From an optimization exercise on the open Yosys and OpenROAD flow, aimed at small area, a short achievable clock period and few clock cycles per item; shortcuts taken in it are not production practice. The RTL was checked by simulation tests, not by an equivalence proof against the original design. No activity file was given, so power comes from the tool's default toggle rates. No driver is modelled on the clock port, so clocking that relies on it looks cheaper here than on a real chip.

// axil_mem_subsys
module axil_mem_subsys (
  input  logic                  clk_i,
  input  logic                  rst_ni,
  input  logic                  req_i,
  output logic                  gnt_o,
  output logic                  rvalid_o,
  input  logic                  we_i,
  input  logic [(32 / 8)-1:0]   be_i,
  input  logic [32-1:0]   addr_i,
  input  logic [32-1:0]   wdata_i,
  output logic [32-1:0]   rdata_o,
  output logic                  err_o
);
  localparam int NW  = 256;
  localparam int DW  = 32;
  localparam int BW  = (32 / 8);
  localparam int NS  = 4;          
  localparam int SW  = DW / NS;       
  logic [NW*DW-1:0] mem_q;
  logic [NW*DW-1:0] mem_d;
  logic [DW-1:0]    p_q;       
  logic             in_range;
  logic             wr;
  logic [DW-1:0]    wcol;      
  logic [NS*2*SW-1:0] part_d;    
  logic [NS*2*SW-1:0] part_q;
  logic [DW-1:0]    inv_q;     
  logic [DW-1:0]    rd;
  logic             rvalid_q;
  logic             err_q;
  assign in_range = addr_i[15:10] == '0;
  assign wr       = req_i & we_i & rst_ni;
  always_comb begin
    for (int i = 0; i < DW; i++) begin
      wcol[i] = wdata_i[i] ^ p_q[i];
    end
  end
  always_ff @(posedge clk_i) begin
    p_q   <= ~p_q;
    mem_q <= mem_d;
  end
  for (genvar s = 0; s < NS; s++) begin : g_slice
    logic [16-1:0] lo_n, low;
    logic [16-1:0] hi;
    logic [NW-1:0]  wsel;      
  ...
Size in the first run: about 26000 cells after synthesis, ~8300 flip-flops, about 110 I/O pins.
export LEC_CHECK = 0
export CAP_MARGIN = 10
export CORE_MARGIN = 2
export CORE_UTILIZATION = 56
export SETUP_SLACK_MARGIN = 4.8
export SLEW_MARGIN = 20
export SYNTH_HIERARCHICAL = 1
create_clock -name core_clock -period 8.0 [get_ports {clk_i}]
standard.sh (not shown) runs the stock make flow with config.mk's settings and CLKGATE_MAP_FILE= SYNTH_SCRIPT=/design/flow/synth_recipe.tcl, a recipe that flattens the netlist after the stock synthesis.
==> flow/flow/run.sh <==
#!/bin/bash
# The standard layout (standard.sh) with a few ORFS variables changed:
# - REMOVE_ABC_BUFFERS=1: the floorplan step removes synthesis buffers instead
#   of repairing timing before placement, when the high-fanout nets have no
#   buffers yet and every path looks slow;
# - the port buffers are buf_4 (the buf family can be resized for timing);
# - CTS without dummy loads, with larger sink clusters;
# - more rounds of antenna repair after detailed routing.
# Each tool's output goes to run.log in the work folder; ORFS keeps a log per
# step under orfs/logs.
set -euo pipefail
cd "$(dirname "$0")/.."
bash standard.sh \
  REMOVE_ABC_BUFFERS=1 \
  "BUFFER_PORTS_ARGS=-buffer_cell sky130_fd_sc_hd__buf_4" \
  "CTS_ARGS=-sink_clustering_enable -repair_clock_nets -dont_use_dummy_load -sink_clustering_size 30 -sink_clustering_max_diameter 90" \
  MAX_REPAIR_ANTENNAS_ITER_DRT=12 \
  finish > run.log 2>&1
The baseline passed the timing, DRC and antenna checks.
Testbench counts at the start, summed over its fixed seeds: cycles 4,808, accesses 4,800.
Change:
--- a/flow/flow/run.sh
+++ b/flow/flow/run.sh
@@ -14,5 +14,5 @@
   REMOVE_ABC_BUFFERS=1 \
   "BUFFER_PORTS_ARGS=-buffer_cell sky130_fd_sc_hd__buf_4" \
-  "CTS_ARGS=-sink_clustering_enable -repair_clock_nets -dont_use_dummy_load -sink_clustering_size 30 -sink_clustering_max_diameter 90" \
+  "CTS_ARGS=-sink_clustering_enable -repair_clock_nets -dont_use_dummy_load -sink_clustering_size 30 -sink_clustering_max_diameter 80" \
   MAX_REPAIR_ANTENNAS_ITER_DRT=12 \
   finish > run.log 2>&1
--- a/flow/config.mk
+++ b/flow/config.mk
@@ -6,8 +6,8 @@
 export NUM_CORES = 8
 export LEC_CHECK = 0
-export CAP_MARGIN = 10
+export CAP_MARGIN = 40
 export CORE_MARGIN = 2
-export CORE_UTILIZATION = 56
-export SETUP_SLACK_MARGIN = 4.8
-export SLEW_MARGIN = 20
+export CORE_UTILIZATION = 60
+export SETUP_SLACK_MARGIN = 4.3
+export SLEW_MARGIN = 50
 export SYNTH_HIERARCHICAL = 1
The changed run completed with no timing, DRC or antenna violations.
Combinational power goes down by about 8%.
Non-clock buffer count decreases by 196.
Utilization goes up by 3.3 points.
Global-route usage came out lower by 0.61 points.
Worst setup slack gets worse by 0.28 ns.
Clock-buffer cell count went up by 8.
Sequential power barely changes.
Synthesized cell count is unchanged.
Area after synthesis does not change.
Cell area is lower by 1.8%.
Change:
--- a/flow/flow/run.sh
+++ b/flow/flow/run.sh
@@ -6,5 +6,7 @@
 # - the port buffers are buf_4 (the buf family can be resized for timing);
 # - CTS without dummy loads, with larger sink clusters;
-# - more rounds of antenna repair after detailed routing.
+# - more rounds of antenna repair after detailed routing;
+# - flow/small_a22oi.tcl after the floorplan: the read mux's a22oi gates start
+#   at the smallest size.
 # Each tool's output goes to run.log in the work folder; ORFS keeps a log per
 # step under orfs/logs.
@@ -16,3 +18,4 @@
   "CTS_ARGS=-sink_clustering_enable -repair_clock_nets -dont_use_dummy_load -sink_clustering_size 30 -sink_clustering_max_diameter 80" \
   MAX_REPAIR_ANTENNAS_ITER_DRT=12 \
+  "POST_FLOORPLAN_TCL=$(pwd)/flow/small_a22oi.tcl" \
   finish > run.log 2>&1
==> flow/flow/small_a22oi.tcl (new file) <==
# Run after the floorplan: synthesis maps the read mux's and-or-invert gates
# (module rd_hsel2) to a22oi_2; start them at a22oi_1 and let the timing
# repair size up the ones that need it.
set n 0
foreach inst [get_cells -hierarchical *] {
  if {[get_property $inst ref_name] eq "sky130_fd_sc_hd__a22oi_2"} {
    replace_cell [get_full_name $inst] sky130_fd_sc_hd__a22oi_1
    incr n
  }
}
puts "a22oi_2 -> a22oi_1: $n"
--- a/flow/config.mk
+++ b/flow/config.mk
@@ -9,5 +9,5 @@
 export CORE_MARGIN = 2
 export CORE_UTILIZATION = 60
-export SETUP_SLACK_MARGIN = 4.3
+export SETUP_SLACK_MARGIN = 4.8
 export SLEW_MARGIN = 50
 export SYNTH_HIERARCHICAL = 1
What happened: The new run finished with timing, DRC and antenna clean. Worst hold slack barely changes. Wire length rises by a little under a tenth. Setup slack gets better by 0.28 ns. First-iteration DRC count rises by about a fifth. Utilization rises by 1.5 points. Design area rises by a few percent. Flip-flop and latch count does not change. Synthesized area does not change. Global-route usage rises by 2.1 points.
Change:
==> flow/flow/run.sh (replaced) <==
#!/bin/bash
# The standard layout (standard.sh) with a few ORFS variables changed:
# - REMOVE_ABC_BUFFERS=1: the floorplan step removes synthesis buffers instead
#   of repairing timing before placement, when the high-fanout nets have no
#   buffers yet and every path looks slow;
# - the port buffers are buf_4 (the buf family can be resized for timing);
# - CTS without dummy loads, with larger sink clusters;
# - more rounds of antenna repair after detailed routing.
# Each tool's output goes to run.log in the work folder; ORFS keeps a log per
# step under orfs/logs.
set -euo pipefail
cd "$(dirname "$0")/.."
bash standard.sh \
  REMOVE_ABC_BUFFERS=1 \
  "BUFFER_PORTS_ARGS=-buffer_cell sky130_fd_sc_hd__buf_4" \
  "CTS_ARGS=-sink_clustering_enable -repair_clock_nets -dont_use_dummy_load -sink_clustering_size 30 -sink_clustering_max_diameter 90" \
  MAX_REPAIR_ANTENNAS_ITER_DRT=12 \
  finish > run.log 2>&1
--- a/flow/config.mk
+++ b/flow/config.mk
@@ -6,8 +6,8 @@
 export NUM_CORES = 8
 export LEC_CHECK = 0
-export CAP_MARGIN = 40
+export CAP_MARGIN = 30
 export CORE_MARGIN = 2
-export CORE_UTILIZATION = 60
+export CORE_UTILIZATION = 64
 export SETUP_SLACK_MARGIN = 4.8
-export SLEW_MARGIN = 50
+export SLEW_MARGIN = 35
 export SYNTH_HIERARCHICAL = 1
removed: flow/flow/small_a22oi.tcl
Result: Clock power falls by about 2%. Die area falls by 6.2%. Setup slack loses 0.050 ns. Final cell count falls by 1.9%.
Change:
--- a/flow/config.mk
+++ b/flow/config.mk
@@ -6,8 +6,8 @@
 export NUM_CORES = 8
 export LEC_CHECK = 0
-export CAP_MARGIN = 30
+export CAP_MARGIN = 20
 export CORE_MARGIN = 2
-export CORE_UTILIZATION = 64
+export CORE_UTILIZATION = 60
 export SETUP_SLACK_MARGIN = 4.8
-export SLEW_MARGIN = 35
+export SLEW_MARGIN = 25
 export SYNTH_HIERARCHICAL = 1
What happened: The new run passed the timing, DRC and antenna checks. Global-route usage went down by 1.6 points. Maximum frequency rises slightly. Combinational power hardly moves. Synthesized cell count is unchanged. Die area is higher by a few percent. Clock-buffer cell count stays the same. Synthesized area does not change. Setup slack improves by 0.051 ns. Non-clock buffer count fell by 16. Total power stays flat. Hold slack is about the same.
Change:
--- a/flow/config.mk
+++ b/flow/config.mk
@@ -6,8 +6,9 @@
 export NUM_CORES = 8
 export LEC_CHECK = 0
-export CAP_MARGIN = 20
+export CAP_MARGIN = 30
 export CORE_MARGIN = 2
 export CORE_UTILIZATION = 60
+export PLACE_DENSITY = 0.66
 export SETUP_SLACK_MARGIN = 4.8
-export SLEW_MARGIN = 25
+export SLEW_MARGIN = 35
 export SYNTH_HIERARCHICAL = 1
- The changed run completed with no timing, DRC or antenna violations
- worst setup slack got worse by 0.0085 ns
- clock skew barely changes
- area after synthesis stays the same

Setup of indigo:
axil_mem_subsys again, from the RTL that the note above started with.
## axil_mem_subsys
module axil_mem_subsys (
  input  logic                  clk_i,
  input  logic                  rst_ni,
  input  logic                  req_i,
  output logic                  gnt_o,
  output logic                  rvalid_o,
  input  logic                  we_i,
  input  logic [(32 / 8)-1:0]   be_i,
  input  logic [32-1:0]   addr_i,
  input  logic [32-1:0]   wdata_i,
  output logic [32-1:0]   rdata_o,
  output logic                  err_o
);
clock: 8.0 ns
lec_check: 0
cap_margin: 30
core_margin: 2
core_utilization: 64
setup_slack_margin: 4.85
slew_margin: 35
synth_hierarchical: 1
==> flow/flow/run.sh <==
#!/bin/bash
# The standard layout (standard.sh) with a few ORFS variables changed:
# - REMOVE_ABC_BUFFERS=1: the floorplan step removes synthesis buffers instead
#   of repairing timing before placement, when the high-fanout nets have no
#   buffers yet and every path looks slow;
# - the port buffers are buf_4 (the buf family can be resized for timing);
# - CTS without dummy loads, with larger sink clusters;
# - more rounds of antenna repair after detailed routing.
# Each tool's output goes to run.log in the work folder; ORFS keeps a log per
# step under orfs/logs.
set -euo pipefail
cd "$(dirname "$0")/.."
bash standard.sh \
  REMOVE_ABC_BUFFERS=1 \
  "BUFFER_PORTS_ARGS=-buffer_cell sky130_fd_sc_hd__buf_4" \
  "CTS_ARGS=-sink_clustering_enable -repair_clock_nets -dont_use_dummy_load -sink_clustering_size 30 -sink_clustering_max_diameter 90" \
  MAX_REPAIR_ANTENNAS_ITER_DRT=12 \
  finish > run.log 2>&1
indigo ran to completion and came out clean on the timing, DRC and antenna checks.
Testbench counts of indigo, summed over its fixed seeds: cycles 4,808, accesses 4,800.
The following lists how zinc was set up differently from indigo:
-- flow/flow/run.sh --
<<< indigo, line 16
  "CTS_ARGS=-sink_clustering_enable -repair_clock_nets -dont_use_dummy_load -sink_clustering_size 30 -sink_clustering_max_diameter 90" \
>>> zinc, line 16
  "CTS_ARGS=-sink_clustering_enable -repair_clock_nets -dont_use_dummy_load -sink_clustering_size 30 -sink_clustering_max_diameter 80" \
-- flow/config.mk --
<<< indigo, line 8
export CAP_MARGIN = 30
>>> zinc, line 8
export CAP_MARGIN = 40
<<< indigo, line 10
export CORE_UTILIZATION = 64
export SETUP_SLACK_MARGIN = 4.85
export SLEW_MARGIN = 35
>>> zinc, line 10
export CORE_UTILIZATION = 60
export SETUP_SLACK_MARGIN = 4.5
export SLEW_MARGIN = 50
## What came out
zinc vs. indigo: effective utilization at floorplan lost 4.1 points; number of non-clock inverters neither gained nor lost much; cell area lost 1.1%; switching fraction of total power lost 0.16 points.
Setup changes, zinc to willow
-- flow/config.mk --
<<< zinc, line 11
export SETUP_SLACK_MARGIN = 4.5
>>> willow, line 11
export SETUP_SLACK_MARGIN = 4.8
Results
zinc → willow: wire length grew by 47 mm, total power higher, via count increased about 1.6%, global-route track usage on met1 climbed 1.6 points, pin count of the biggest net entering global routing has remained practically unchanged.
Going from zinc to willow, cell count grows by about 0.6%.
Summary — fraction of power spent switching nets, willow relative to zinc: higher, by 0.22 points.
Between willow and zinc, the clock network fraction of design power figures differ only marginally.
The run showing the greater endpoint arrival time on the critical path is zinc.
Changes in tundra relative to willow:
-- flow/flow/run.sh --
<<< willow, line 8
# - more rounds of antenna repair after detailed routing.
>>> tundra, line 8
# - more rounds of antenna repair after detailed routing;
# - flow/upsize_predec.tcl after global placement: larger predecoder gates.
<<< willow, line 18
>>> tundra, line 19
  "POST_GLOBAL_PLACE_TCL=$(pwd)/flow/upsize_predec.tcl" \
==> flow/flow/upsize_predec.tcl (new file) <==
# Run after global placement: size up the drivers of the address predecoder
# lines (and the two gate levels feeding them) of every slice; those lines
# cross a whole slice, and the repair steps tend to leave them small.
# upsize the drivers of the predecoder lines and the gates feeding them
proc bigger {master} {
  # sky130_fd_sc_hd__xxx_N -> largest sensible size
  if {![regexp {^(sky130_fd_sc_hd__[a-z0-9]+)_([0-9]+)$} $master -> base n]} { return "" }
  foreach sz {4 8 2} {
    if {$sz > $n && [llength [get_lib_cells -quiet */${base}_$sz]]} { return ${base}_$sz }
  }
  return ""
}
set done 0
set seen [dict create]
foreach pat {*lo_n* *low* *.hi*} {
  foreach net [get_nets -quiet -hierarchical g_slice*$pat] {
    set frontier [list $net]
    for {set lvl 0} {$lvl < 3} {incr lvl} {
      set next {}
      foreach n $frontier {
        foreach d [get_pins -quiet -of_objects $n -filter "direction==output"] {
          set inst [get_cells -of_objects $d]
          set iname [get_full_name $inst]
          if {[dict exists $seen $iname]} continue
          dict set seen $iname 1
          set m [get_property $inst ref_name]
          if {[string match *dfxtp* $m] || [string match *buf* $m]} continue
          set b [bigger $m]
          if {$b ne ""} { replace_cell $iname $b; incr done }
          foreach ip [get_pins -quiet -of_objects $inst -filter "direction==input"] {
            lappend next [get_nets -of_objects $ip]
          }
        }
      }
      set frontier $next
    }
  }
}
puts "upsized $done predecoder cells"
-- flow/config.mk --
<<< willow, line 11
export SETUP_SLACK_MARGIN = 4.8
>>> tundra, line 11
export SETUP_SLACK_MARGIN = 4.5
==> comparison <==
met3 layer wire length in the routed design down 19 mm in tundra wrt willow. Per the comparison of tundra with willow, area overhead of the layout relative to synthesis went down 1.3 points, sequential cell fraction of total power went up 0.4 points, non-clock buffer count went down 27%, final cell count went down about 0.8%.
Input-level comparison between garnet and tundra:
-- flow/flow/run.sh --
<<< tundra, line 8
# - more rounds of antenna repair after detailed routing;
# - flow/upsize_predec.tcl after global placement: larger predecoder gates.
>>> garnet, line 8
# - more rounds of antenna repair after detailed routing.
<<< tundra, line 19
  "POST_GLOBAL_PLACE_TCL=$(pwd)/flow/upsize_predec.tcl" \
>>> garnet, line 18
-- flow/config.mk --
<<< tundra, line 11
export SETUP_SLACK_MARGIN = 4.5
>>> garnet, line 11
export SETUP_SLACK_MARGIN = 4.65
removed: flow/flow/upsize_predec.tcl
Findings:
In the tables for garnet and tundra, non-clock buffer count in the final layout reads lower with tundra. garnet and tundra ended up with nearly the same count of filler cells inserted in the layout. The final standard cell count with taps included and fillers excluded was comparable across garnet and tundra. Via count (lower): tundra. Global-route track usage on met1, garnet and tundra, lower one = tundra. garnet | status: complete | timing, DRC, antenna: pass. tundra completed end to end with timing, DRC and antenna clean. As of garnet, worst-case vdd ir drop had fallen by a few percent compared to tundra. Clock-pin slew of the registers on the worst-case setup and hold paths of tundra is on par with garnet.
Here is what was changed in the inputs of delta compared with garnet.
-- flow/flow/run.sh --
<<< garnet, line 16
  "CTS_ARGS=-sink_clustering_enable -repair_clock_nets -dont_use_dummy_load -sink_clustering_size 30 -sink_clustering_max_diameter 80" \
>>> delta, line 16
  "CTS_ARGS=-sink_clustering_enable -repair_clock_nets -dont_use_dummy_load -sink_clustering_size 30 -sink_clustering_max_diameter 90" \
-- flow/config.mk --
<<< garnet, line 8
export CAP_MARGIN = 40
>>> delta, line 8
export CAP_MARGIN = 30
<<< garnet, line 11
export SETUP_SLACK_MARGIN = 4.65
export SLEW_MARGIN = 50
>>> delta, line 11
export SETUP_SLACK_MARGIN = 4.8
export SLEW_MARGIN = 35
--- outcome ---
delta ran to completion and came out clean on the timing, DRC and antenna checks. As far as final-layout worst hold slack is concerned, delta and garnet perform about the same. Compare garnet and delta | largest net degree at the start of global routing lower: garnet. Looking at total cell area at the placement stage, delta sits about 0.65% below garnet. Global routing met1 resource utilization, garnet and delta: smaller value in garnet. Shortest period the worst path allows ends up lower on garnet. Lower initial antenna violation count goes to garnet over delta. The higher fraction of area in registers of garnet and delta is in garnet. Post-route standard cell area excluding fillers was higher in delta than in garnet. Lower smallest setup slack after layout among garnet and delta: delta. Number of detailed-routing iterations run before antenna repair: delta > garnet. The number of standard cells in the final layout excluding fillers number comes out higher for delta vs garnet.

## port drivers added, routing unchanged
The results above use ideal ports. As a check the final layouts listed here were re-extracted and re-timed, cells and wires unchanged.
Step 1 (the two cells are an assumption about what drives the block):
set clk [get_ports {clk_i}]
set_driving_cell -lib_cell sky130_fd_sc_hd__clkbuf_16 $clk
set_driving_cell -lib_cell sky130_fd_sc_hd__buf_2 [delete_from_list [all_inputs] $clk]
Step 2 adds t to the input delays and takes it off the output delays; t is the mean of the earliest and latest rising clock arrival at the registers after step 1. Input paths then give back, and output paths get back, about the clock's delay inside the block.
Slacks: ideal / step 1 / step 2; pairs: ideal / step 1.
| run | t (ns) | setup slack, ns | worst data-port slew with drivers (ns) |
|---|---|---|---|
| the first run of note 1 | 1.158 | 4.473 / 4.337 / 3.307 | 0.41 |
| the second run of note 1 | 1.103 | 4.198 / 4.175 / 3.072 | 0.16 |
| the third run of note 1 | 1.135 | 4.474 / 4.346 / 3.368 | 0.46 |
| the fourth run of note 1 | 1.139 | 4.423 / 4.300 / 3.333 | 0.49 |
| the fifth run of note 1 | 1.132 | 4.475 / 4.352 / 3.334 | 0.44 |
| the sixth run of note 1 | 1.131 | 4.466 / 4.351 / 3.311 | 0.43 |
| indigo | 1.143 | 4.422 / 4.299 / 3.321 | 0.44 |
| zinc | 1.110 | 4.369 / 4.302 / 3.192 | 0.20 |
| willow | 1.111 | 4.467 / 4.351 / 3.313 | 0.38 |
| tundra | 1.138 | 4.333 / 4.271 / 3.134 | 0.38 |
| garnet | 1.108 | 4.472 / 4.296 / 3.188 | 0.40 |
| delta | 1.131 | 4.466 / 4.351 / 3.311 | 0.43 |
After both steps setup and hold are still met in every run listed. For garnet, which loses most, drivers alone change the setup slack by -0.176 ns; drivers and shift together by -1.284 ns.
